Background: an optimization exercise with open tools, aiming at small area. Do not read the settings as production practice. In this exercise RTL edits were held to simulation tests only and were not proved equivalent to the original. Power and IR drop assume default switching activity.

==> flow/design.v <==
module weight_unpack (
    input  logic [7:0] packed_byte,
    output logic [8:0] weights
);
    always_comb begin
        case (packed_byte)
            8'd1: weights = 9'o002;
            8'd2: weights = 9'o003;
            8'd3: weights = 9'o006;
            8'd4: weights = 9'o007;
            8'd5: weights = 9'o010;
            8'd6: weights = 9'o012;
            8'd7: weights = 9'o013;
            8'd8: weights = 9'o016;
            8'd9: weights = 9'o017;
            8'd10: weights = 9'o020;
            8'd11: weights = 9'o022;
            8'd12: weights = 9'o023;
            8'd13: weights = 9'o026;
            8'd14: weights = 9'o027;
            8'd15: weights = 9'o030;
            8'd16: weights = 9'o032;
            8'd17: weights = 9'o033;
            8'd18: weights = 9'o036;
            8'd19: weights = 9'o037;
            8'd20: weights = 9'o050;
            8'd21: weights = 9'o052;
            8'd22: weights = 9'o053;
            8'd23: weights = 9'o056;
            8'd24: weights = 9'o057;
            8'd25: weights = 9'o060;
            8'd26: weights = 9'o062;
            8'd27: weights = 9'o063;
            8'd28: weights = 9'o066;
            8'd29: weights = 9'o067;
            8'd30: weights = 9'o070;
            8'd31: weights = 9'o072;
            8'd32: weights = 9'o073;
            8'd33: weights = 9'o076;
            8'd34: weights = 9'o077;
            8'd35: weights = 9'o100;
            8'd36: weights = 9'o102;
            8'd37: weights = 9'o103;
            8'd38: weights = 9'o106;
            8'd39: weights = 9'o107;
            8'd40: weights = 9'o110;
            8'd41: weights = 9'o112;
            8'd42: weights = 9'o113;
            8'd43: weights = 9'o116;
            8'd44: weights = 9'o117;
            8'd45: weights = 9'o120;
            8'd46: weights = 9'o122;
            8'd47: weights = 9'o123;
            8'd48: weights = 9'o126;
            8'd49: weights = 9'o127;
            8'd50: weights = 9'o130;
            8'd51: weights = 9'o132;
            8'd52: weights = 9'o133;
            8'd53: weights = 9'o136;
            8'd54: weights = 9'o137;
            8'd55: weights = 9'o150;
            8'd56: weights = 9'o152;
            8'd57: weights = 9'o153;
            8'd58: weights = 9'o156;
            8'd59: weights = 9'o157;
            8'd60: weights = 9'o160;
            8'd61: weights = 9'o162;
            8'd62: weights = 9'o163;
            8'd63: weights = 9'o166;
            8'd64: weights = 9'o167;
            8'd65: weights = 9'o170;
            8'd66: weights = 9'o172;
            8'd67: weights = 9'o173;
            8'd68: weights = 9'o176;
            8'd69: weights = 9'o177;
            8'd70: weights = 9'o200;
            8'd71: weights = 9'o202;
            8'd72: weights = 9'o203;
            8'd73: weights = 9'o206;
            8'd74: weights = 9'o207;
            8'd75: weights = 9'o210;
            8'd76: weights = 9'o212;
            8'd77: weights = 9'o213;
            8'd78: weights = 9'o216;
            8'd79: weights = 9'o217;
            8'd80: weights = 9'o220;
            8'd81: weights = 9'o222;
            8'd82: weights = 9'o223;
            8'd83: weights = 9'o226;
            8'd84: weights = 9'o227;
            8'd85: weights = 9'o230;
            8'd86: weights = 9'o232;
            8'd87: weights = 9'o233;
            8'd88: weights = 9'o236;
            8'd89: weights = 9'o237;
            8'd90: weights = 9'o250;
            8'd91: weights = 9'o252;
            8'd92: weights = 9'o253;
            8'd93: weights = 9'o256;
            8'd94: weights = 9'o257;
            8'd95: weights = 9'o260;
            8'd96: weights = 9'o262;
            8'd97: weights = 9'o263;
            8'd98: weights = 9'o266;
            8'd99: weights = 9'o267;
            8'd100: weights = 9'o270;
            8'd101: weights = 9'o272;
            8'd102: weights = 9'o273;
            8'd103: weights = 9'o276;
            8'd104: weights = 9'o277;
            8'd105: weights = 9'o300;
            8'd106: weights = 9'o302;
            8'd107: weights = 9'o303;
            8'd108: weights = 9'o306;
            8'd109: weights = 9'o307;
            8'd110: weights = 9'o310;
            8'd111: weights = 9'o312;
            8'd112: weights = 9'o313;
            8'd113: weights = 9'o316;
            8'd114: weights = 9'o317;
            8'd115: weights = 9'o320;
            8'd116: weights = 9'o322;
            8'd117: weights = 9'o323;
            8'd118: weights = 9'o326;
            8'd119: weights = 9'o327;
            8'd120: weights = 9'o330;
            8'd121: weights = 9'o332;
            8'd122: weights = 9'o333;
            8'd123: weights = 9'o336;
            8'd124: weights = 9'o337;
            8'd125: weights = 9'o350;
            8'd126: weights = 9'o352;
            8'd127: weights = 9'o353;
            8'd128: weights = 9'o356;
            8'd129: weights = 9'o357;
            8'd130: weights = 9'o360;
            8'd131: weights = 9'o362;
            8'd132: weights = 9'o363;
            8'd133: weights = 9'o366;
            8'd134: weights = 9'o367;
            8'd135: weights = 9'o370;
            8'd136: weights = 9'o372;
            8'd137: weights = 9'o373;
            8'd138: weights = 9'o376;
            8'd139: weights = 9'o377;
            8'd140: weights = 9'o500;
            8'd141: weights = 9'o502;
            8'd142: weights = 9'o503;
            8'd143: weights = 9'o506;
            8'd144: weights = 9'o507;
            8'd145: weights = 9'o510;
            8'd146: weights = 9'o512;
            8'd147: weights = 9'o513;
            8'd148: weights = 9'o516;
            8'd149: weights = 9'o517;
            8'd150: weights = 9'o520;
            8'd151: weights = 9'o522;
            8'd152: weights = 9'o523;
            8'd153: weights = 9'o526;
            8'd154: weights = 9'o527;
            8'd155: weights = 9'o530;
            8'd156: weights = 9'o532;
            8'd157: weights = 9'o533;
            8'd158: weights = 9'o536;
            8'd159: weights = 9'o537;
            8'd160: weights = 9'o550;
            8'd161: weights = 9'o552;
            8'd162: weights = 9'o553;
            8'd163: weights = 9'o556;
            8'd164: weights = 9'o557;
            8'd165: weights = 9'o560;
            8'd166: weights = 9'o562;
            8'd167: weights = 9'o563;
            8'd168: weights = 9'o566;
            8'd169: weights = 9'o567;
            8'd170: weights = 9'o570;
            8'd171: weights = 9'o572;
            8'd172: weights = 9'o573;
            8'd173: weights = 9'o576;
            8'd174: weights = 9'o577;
            8'd175: weights = 9'o600;
            8'd176: weights = 9'o602;
            8'd177: weights = 9'o603;
            8'd178: weights = 9'o606;
            8'd179: weights = 9'o607;
            8'd180: weights = 9'o610;
            8'd181: weights = 9'o612;
            8'd182: weights = 9'o613;
            8'd183: weights = 9'o616;
            8'd184: weights = 9'o617;
            8'd185: weights = 9'o620;
            8'd186: weights = 9'o622;
            8'd187: weights = 9'o623;
            8'd188: weights = 9'o626;
            8'd189: weights = 9'o627;
            8'd190: weights = 9'o630;
            8'd191: weights = 9'o632;
            8'd192: weights = 9'o633;
            8'd193: weights = 9'o636;
            8'd194: weights = 9'o637;
            8'd195: weights = 9'o650;
            8'd196: weights = 9'o652;
            8'd197: weights = 9'o653;
            8'd198: weights = 9'o656;
            8'd199: weights = 9'o657;
            8'd200: weights = 9'o660;
            8'd201: weights = 9'o662;
            8'd202: weights = 9'o663;
            8'd203: weights = 9'o666;
            8'd204: weights = 9'o667;
            8'd205: weights = 9'o670;
            8'd206: weights = 9'o672;
            8'd207: weights = 9'o673;
            8'd208: weights = 9'o676;
            8'd209: weights = 9'o677;
            8'd210: weights = 9'o700;
            8'd211: weights = 9'o702;
            8'd212: weights = 9'o703;
            8'd213: weights = 9'o706;
            8'd214: weights = 9'o707;
            8'd215: weights = 9'o710;
            8'd216: weights = 9'o712;
            8'd217: weights = 9'o713;
            8'd218: weights = 9'o716;
            8'd219: weights = 9'o717;
            8'd220: weights = 9'o720;
            8'd221: weights = 9'o722;
            8'd222: weights = 9'o723;
            8'd223: weights = 9'o726;
            8'd224: weights = 9'o727;
            8'd225: weights = 9'o730;
            8'd226: weights = 9'o732;
            8'd227: weights = 9'o733;
            8'd228: weights = 9'o736;
            8'd229: weights = 9'o737;
            8'd230: weights = 9'o750;
            8'd231: weights = 9'o752;
            8'd232: weights = 9'o753;
            8'd233: weights = 9'o756;
            8'd234: weights = 9'o757;
            8'd235: weights = 9'o760;
            8'd236: weights = 9'o762;
            8'd237: weights = 9'o763;
            8'd238: weights = 9'o766;
            8'd239: weights = 9'o767;
            8'd240: weights = 9'o770;
            8'd241: weights = 9'o772;
            8'd242: weights = 9'o773;
            8'd243: weights = 9'o776;
            8'd244: weights = 9'o777;
            default: weights = 9'o000;
        endcase
    end
endmodule
module mac_row (
    input  logic clk,
    input  logic [2:0] w,
    input  logic [7:0] act,
    input  logic fresh,
    output logic [16:0] head
);
    logic [3:0][16:0] ring;
    logic [8:0] mag;
    logic [8:0] x;
    logic [16:0] base;
    logic [16:0] b;
    logic [17:0] c;
    logic [16:0] sum;
    always_comb begin
        case (w[1:0])
            2'd1: mag = {act[7], act[7], act[7:1]};
            2'd2: mag = {act[7], act};
            2'd3: mag = {act, 1'b0};
            default: mag = 9'd0;
        endcase
    end
    assign x = mag ^ {9{w[2]}};
    assign b = {{8{x[8]}}, x};
    assign base = fresh ? 17'd0 : ring[0];
    assign c[0] = w[2];
    genvar i;
    generate
        for (i = 0; i < 17; i++) begin : g_add
            assign sum[i] = base[i] ^ b[i] ^ c[i];
            assign c[i+1] = (base[i] & b[i]) | (c[i] & (base[i] ^ b[i]));
        end
    endgenerate
    always_ff @(posedge clk) begin
        ring <= {sum, ring[3:1]};
    end
    assign head = ring[0];
endmodule
module matmul_top (
    input  logic clk,
    input  logic reset,
    input  logic [7:0] weight_in,
    input  logic [7:0] act_in,
    input  logic read_req,
    output logic read_ack,
    output logic [7:0] out_data,
    output logic out_valid
);
    localparam logic [2:0] st_idle = 3'd0;
    localparam logic [2:0] st_drain = 3'd1;
    localparam logic [2:0] st_capture = 3'd2;
    localparam logic [2:0] st_ack = 3'd3;
    localparam logic [2:0] st_stream = 3'd4;
    logic [1:0] slice;
    logic [2:0] state;
    logic end_seen;
    logic [5:0] cnt;        
    logic [1:0] frem;       
    logic late;             
    logic flush, capture, fresh, inj, stream_done;
    assign flush = (slice == 2'd3);
    assign capture = (state == st_capture);
    assign read_ack = (state == st_ack);
    assign fresh = (frem != 2'd0);
    assign inj = capture | (cnt == 6'd1) | (cnt == 6'd2) | (cnt == 6'd3);
    assign out_valid = (cnt[5:1] != 5'd0);
    assign stream_done = (cnt == 6'd0);
    always_ff @(posedge clk) begin
        if (reset || capture) begin
            slice <= 2'd0;
        end else begin
            slice <= slice + 2'd1;
        end
    end
    always_ff @(posedge clk) begin
        if (reset) begin
            state <= st_idle;
            end_seen <= 1'b0;
        end else begin
            case (state)
                st_idle: if (read_req) state <= st_drain;
                st_drain: if (flush && end_seen) state <= st_capture;
                st_capture: state <= st_ack;
                st_ack: if (!read_req) state <= st_stream;
                st_stream: if (stream_done) state <= st_idle;
                default: state <= st_idle;
            endcase
            if (state == st_idle) begin
                end_seen <= flush;
            end else if (state == st_drain && flush) begin
                end_seen <= 1'b1;
            end
        end
    end
    always_ff @(posedge clk) begin
        if (reset) begin
            cnt <= 6'd0;
        end else if (capture) begin
            cnt <= 6'd1;
        end else if (cnt == 6'd0 || cnt == 6'd49) begin
            cnt <= 6'd0;
        end else begin
            cnt <= cnt + 6'd1;
        end
    end
    always_ff @(posedge clk) begin
        if (reset) begin
            frem <= 2'd2;
        end else if (capture) begin
            frem <= 2'd1;
        end else if (flush && frem != 2'd0) begin
            frem <= frem - 2'd1;
        end
    end
    always_ff @(posedge clk) begin
        if (capture) begin
            late <= 1'b1;
        end else if (flush) begin
            late <= 1'b0;
        end
    end
    logic [8:0] wdec;
    logic [8:0] wl1, wl2, wl3;
    logic [11:0][2:0] wcur;
    logic [7:0] d1, d2, d3, d4, d5;
    logic [7:0] act;
    weight_unpack u_unpack (
        .packed_byte (weight_in),
        .weights     (wdec)
    );
    always_ff @(posedge clk) begin
        wl1 <= wdec;
        wl2 <= wl1;
        wl3 <= wl2;
        d1 <= act_in;
        d2 <= d1;
        d3 <= d2;
        d4 <= d3;
        d5 <= d4;
    end
    always_ff @(posedge clk) begin
        if (flush) begin
            wcur <= {wdec, wl1, wl2, wl3};
        end
    end
    assign act = late ? d5 : d4;
    logic [11:0][16:0] head;
    genvar r, k;
    generate
        for (r = 0; r < 12; r++) begin : g_row
            mac_row u_row (
                .clk   (clk),
                .w     (wcur[r]),
                .act   (act),
                .fresh (fresh),
                .head  (head[r])
            );
        end
    endgenerate
    logic [45:0][7:0] conv;
    generate
        for (k = 0; k < 45; k++) begin : g_conv
            if (k % 4 == 1) begin : g_inj
                always_ff @(posedge clk) begin
                    conv[k] <= inj ? head[k / 4][16:9] : conv[k + 1];
                end
            end else begin : g_shift
                always_ff @(posedge clk) begin
                    conv[k] <= conv[k + 1];
                end
            end
        end
    endgenerate
    always_ff @(posedge clk) begin
        conv[45] <= head[11][16:9];
    end
    assign out_data = conv[0];
endmodule
==> flow/run.sh <==
#!/bin/bash
# synth_recipe.tcl (not shown) runs the flow's synth.tcl, then flattens the netlist and writes it again
# the make line also repeats each setting of config.mk as NAME=value (left out here)
make -C /OpenROAD-flow-scripts/flow DESIGN_CONFIG=/design/flow/config.mk WORK_HOME=/design/flow/orfs CLKGATE_MAP_FILE= SYNTH_SCRIPT=/design/flow/synth_recipe.tcl finish
==> flow/config.mk <==
export PLATFORM = sky130hd
export DESIGN_NAME = matmul_top
export DESIGN_NICKNAME = matmul_top
export VERILOG_FILES = /design/flow/design.v
export SDC_FILE = /design/flow/constraint.sdc
export NUM_CORES = 4
export LEC_CHECK = 0
export ABC_AREA = 1
export CAP_MARGIN = 20
export CORE_MARGIN = 2
export CORE_UTILIZATION = 55
export SLEW_MARGIN = 20
==> flow/constraint.sdc <==
create_clock -name core_clock -period 8.0 [get_ports {clk}]
set_input_delay 1.6000 -clock core_clock [delete_from_list [all_inputs] [get_ports {clk}]]
set_output_delay 1.6000 -clock core_clock [all_outputs]
set_load 0.01 [all_outputs]
==> summary.txt <==
## how the worst max path moves through the flow
stage	startpoint	to	slack [ns]	cells past startpoint
CTS	late	g_row[11].u_row.ring[67]	0.002	25
detailed placement	late	g_row[5].u_row.ring[67]	-0.37	25
floorplan	wcur[9]	g_row[3].u_row.ring[67]	-0.03	23
global route	late	g_row[11].u_row.ring[67]	-0.05	27
finish	late	g_row[11].u_row.ring[67]	0.24	25
global placement	late	g_row[5].u_row.ring[67]	-0.26	25
## logic make-up after synthesis
logic type                 count (synthesis)
DFF                                     1302
and+or+nand+nor                          603
buffers and inverters                    397
AOI/OAI and AO/OA                        208
adders and majority gates                193
xor gates and xnor gates                 135
muxes                                     88
## layer usage
metal | track usage, % | share of wire [%] | vias to the layer above
li1 | - | - | 9535
met1 | 24.0 | 45 | 9222
met2 | 31.1 | 48 | 479
met3 | 3.16 | 4.1 | 140
met4 | 6.35 | 2.7 | 0
met5 | 0 | 0 | -
## power by group through the flow
stage | logic [mW] | registers (mW) | clock network [mW]
floorplan | 1.94 | 10.3 | 0
global placement | 2.71 | 10.7 | 0
detailed placement | 2.73 | 10.8 | 0
CTS | 2.84 | 10.7 | 5.89
global route | 3.21 | 10.9 | 6.17
finish | 2.84 | 10.6 | 5.75
## area by class of cell
type                    instances  area [um2]  area share [%]
repair buffers                179        1480            3.32
well taps                     882        1100            2.47
clock buffers                 157        3340            7.47
clock inverters                60         793            1.77
inverters                     300        1130            2.53
multi-input cells            1227       10400            23.3
flip-flops and latches       1302       26400            59.1
## what timing repair did
| action | 4_1_cts | 5_1_grt |
|---|---|---|
| endpoints found under the setup margin | 24 | 21 |
| endpoints found under the hold margin | 0 | 0 |
| gates resized for setup | 54 | 58 |
| pin swaps | 14 | 19 |
## worst reg2reg max path, stage by stage, from the launching register on
cell      delay, ns
dfxtp_4        0.37
inv_4          0.06
nand2_1        0.05
nand2_1        0.11
inv_2          0.07
buf_4          0.18
o221ai_4       0.21
xor2_2         0.18
fa_1           0.19
inv_1          0.06
fa_1           0.45
fa_2           0.41
fa_2           0.40
fa_2           0.40
fa_1           0.46
fa_2           0.41
fa_2           0.40
fa_2           0.41
fa_2           0.42
fa_2           0.41
fa_2           0.41
fa_2           0.41
fa_1           0.45
fa_1           0.44
xnor2_1        0.15
xor2_1         0.16
## through the flow
step / instances / TNS [ns] / setup slack [ns]
after CTS: 4107 / 0 / 0.00166
after global placement: 3890 / -2.76 / -0.264
after global routing: 4107 / -0.0530 / -0.0518
after floorplan: 2926 / -0.0267 / -0.0267
after detailed placement: 3890 / -5.10 / -0.367
final: 4107 / 0 / 0.239
## layout by cell type (no fill, tap or decap), types with 19 or more instances in the layout
cell type,synthesis,layout
nand3_1,110,110
xnor2_1,27,23
edfxtp_1,36,36
o221ai_1,38,33
clkdlybuf4s50_1,0,28
fa_1,180,27
mux2_4,19,19
fa_2,0,153
nor2_1,25,25
o21ai_0,44,43
clkbuf_16,0,118
clkbuf_8,0,24
mux2_2,68,68
dfxtp_1,1266,1265
nand2_1,447,447
a21oi_1,57,52
o22ai_1,37,33
clkinv_2,0,31
inv_1,285,285
xor2_1,108,100
buf_4,22,144
## flip-flops by register name (all words and copies together) (netlist names), 8 cells and up
signal and count:
d4 8, g_row.u_row.ring 816, conv 368, wcur 36, wl1 9, d3 8
d1 8, d5 8, wl3 9, d2 8, wl2 9
==> summary.txt <==
- Status: no timing/DRC/antenna violations
- Final Hold Vio Count: 0
- Compound-Gate Fraction of Synth Area: 3.59%
- Hold path depth: 0
- Most used cell, CP: fa_2
- Filler instances: 5079
- Synth top area share: 66.8%
- Multiplexer share of the synthesized area: 2.80%
- CP Data Required Time: 8.57 ns
- Nets@finish: 3338
- First-pass GRT wire length: 103000 um
- Comb pwr share: 14.8%
- Crit path kind: reg -> reg
- R2R setup slack: 0.24 ns
- Routed vias: 19400
- Grt ovf: 0
- ANT nets after route: 0
- Cell family with the largest share of critical-path delay: adder cells
- Synth top area cells: dfxtp_1, fa_1, nand2_1
- Mapped cell area: 0.0379 mm2
- Critical path endpoint category: register
- Worst EP arrival: 8.33 ns
- Vias in the first global route: 20100
- Adder-Cell Fraction of Synth Area: 9.93%
- Asr flop ratio synth: 0%
- DR WL/cell: 15.6 um
- Layout cells sized above 1: 20.7%
- Setup crit start kind: register
- Synth Area in Simple Gates: 6.48%
- Final setup fails: 0
- Gpl congestion: 0.819
- Largest family of logic cells by synthesized area: adder cells
- Avg Inst Size Synth: 13.0 um2
- Design area: 0.0447 mm2
- Sequential Power Share: 55.3%
- Die height: 267 um
- Clk pin slew, worst setup/hold paths: 0.06 ns
- VDD IR max: 0.232 mV
- Tcrit/Tclk final: 97.0%
- Minimum clock period: 7.76 ns
- Initial antenna violation count: 4
- Fmax: 129 MHz
- P_int: 14.4 mW
- Sinks on Clock Net: 1302
- Main synth FF type: dfxtp_1
- Max incr delay on CP: 0.46 ns
- Switch Pwr: 4.81 mW
- I/O Pins: 29
- Yosys reg bits: 1302
- CTS tree: yes
- Worst slew margin: 29.7%
- RR Endpoint: g_row[11].u_row.ring[67]
- HP Class: reg -> reg
- Cell accounting for the most synthesized area: dfxtp_1
- IO buf count: 28
- Reg2Reg Depth: 25
- HPWL Detailed: 42200 um
- Iter 0 DRT Violations: 1001
- Worst R2R Start: late
- Syn Nets: 3138
- Worst Max-Slew Pin Slew: 1.05 ns
- Post-CTS setup buffer count: 0
- Layout area overhead: 17.9%
- Starting Density: 55.4%
- Largest net degree at the start of global routing: 57
- Clock network fraction of design power: 30.0%
- Rows: 96
- Post-Synthesis Cells: 2926
- Post-synthesis sequential area ratio: 69.7%
- Crit Path Max Fanout: 7
- Slowest cell on crit path: fa_1
- Post-synth EDFFs: 36
- Final Total Pwr: 19.2 mW
- Clock root cell: clkbuf_16
- Sw Share: 25.1%
- Pleak: 18.8 nW
- Drt pass-1 iters: 5
- CTS buffer count: 116
- GRT Total Usage: 18.4%
- Hold Slack: 0.307 ns
- DRC violations left: 0
- RSZ-0062 raised after global routing: true
- Clock buffer depth: 3
- Final Max Tran Viols: 0
- PwrDens: 429 mW/mm2
- Final core utilization: 65.3%
- Via density: 4.72
- DIE AREA: 0.0711 mm2
- Die W: 267 um
- N_diodes: 0
- Post-synthesis xor/xnor area fraction: 3.12%
- Post-Route WL: 63900 um
- Core Area: 0.0685 mm2
- H-tree depth: 3
- Clock latency (worst-skew pair): 0.68 ns
- Worst path bufs/invs: 4
- Count of cell types in the netlist: 43
- Area after DPL: 0.0402 mm2
- Commonest cells post-synth: dfxtp_1, nand2_1, inv_1
- Worst Skew: 0.0342 ns
- Most common cell in the netlist: dfxtp_1
- Synth warn: 3
- Maxcap violations: 0
- Hold endpoint: g_row[6].u_row.ring[28]
- # hold bufs at CTS: 0
- Hold path start: g_row[6].u_row.ring[45]

## what the ideal ports hide
The flow's constraints put no driver on any port. The routed layout listed below was extracted and timed again, unchanged, in two steps.
Step 1 sets driving cells, clkbuf_16 on the clock port and buf_2 on the other inputs (assumed; they add their load-dependent delay and slew).
Step 2 also shifts input and output timing later by t, the mid clock arrival at the registers, as if the neighbouring blocks saw the same clock.
a / b / c = ideal ports / drivers / drivers and shift; a / b = the first two.
t (ns): 0.722
slack for setup (ns): 0.239 / 0.239 / 0.239
hold WS [ns]: 0.307 / 0.307 / 0.307
slew at the worst register clock pin (ns): 0.07 / 0.07
worst slew at a driven data input, ns: 0.13
After both steps setup and hold are still met in this run. For this run, drivers alone change the setup slack by 0.000 ns; drivers and shift together by 0.000 ns.
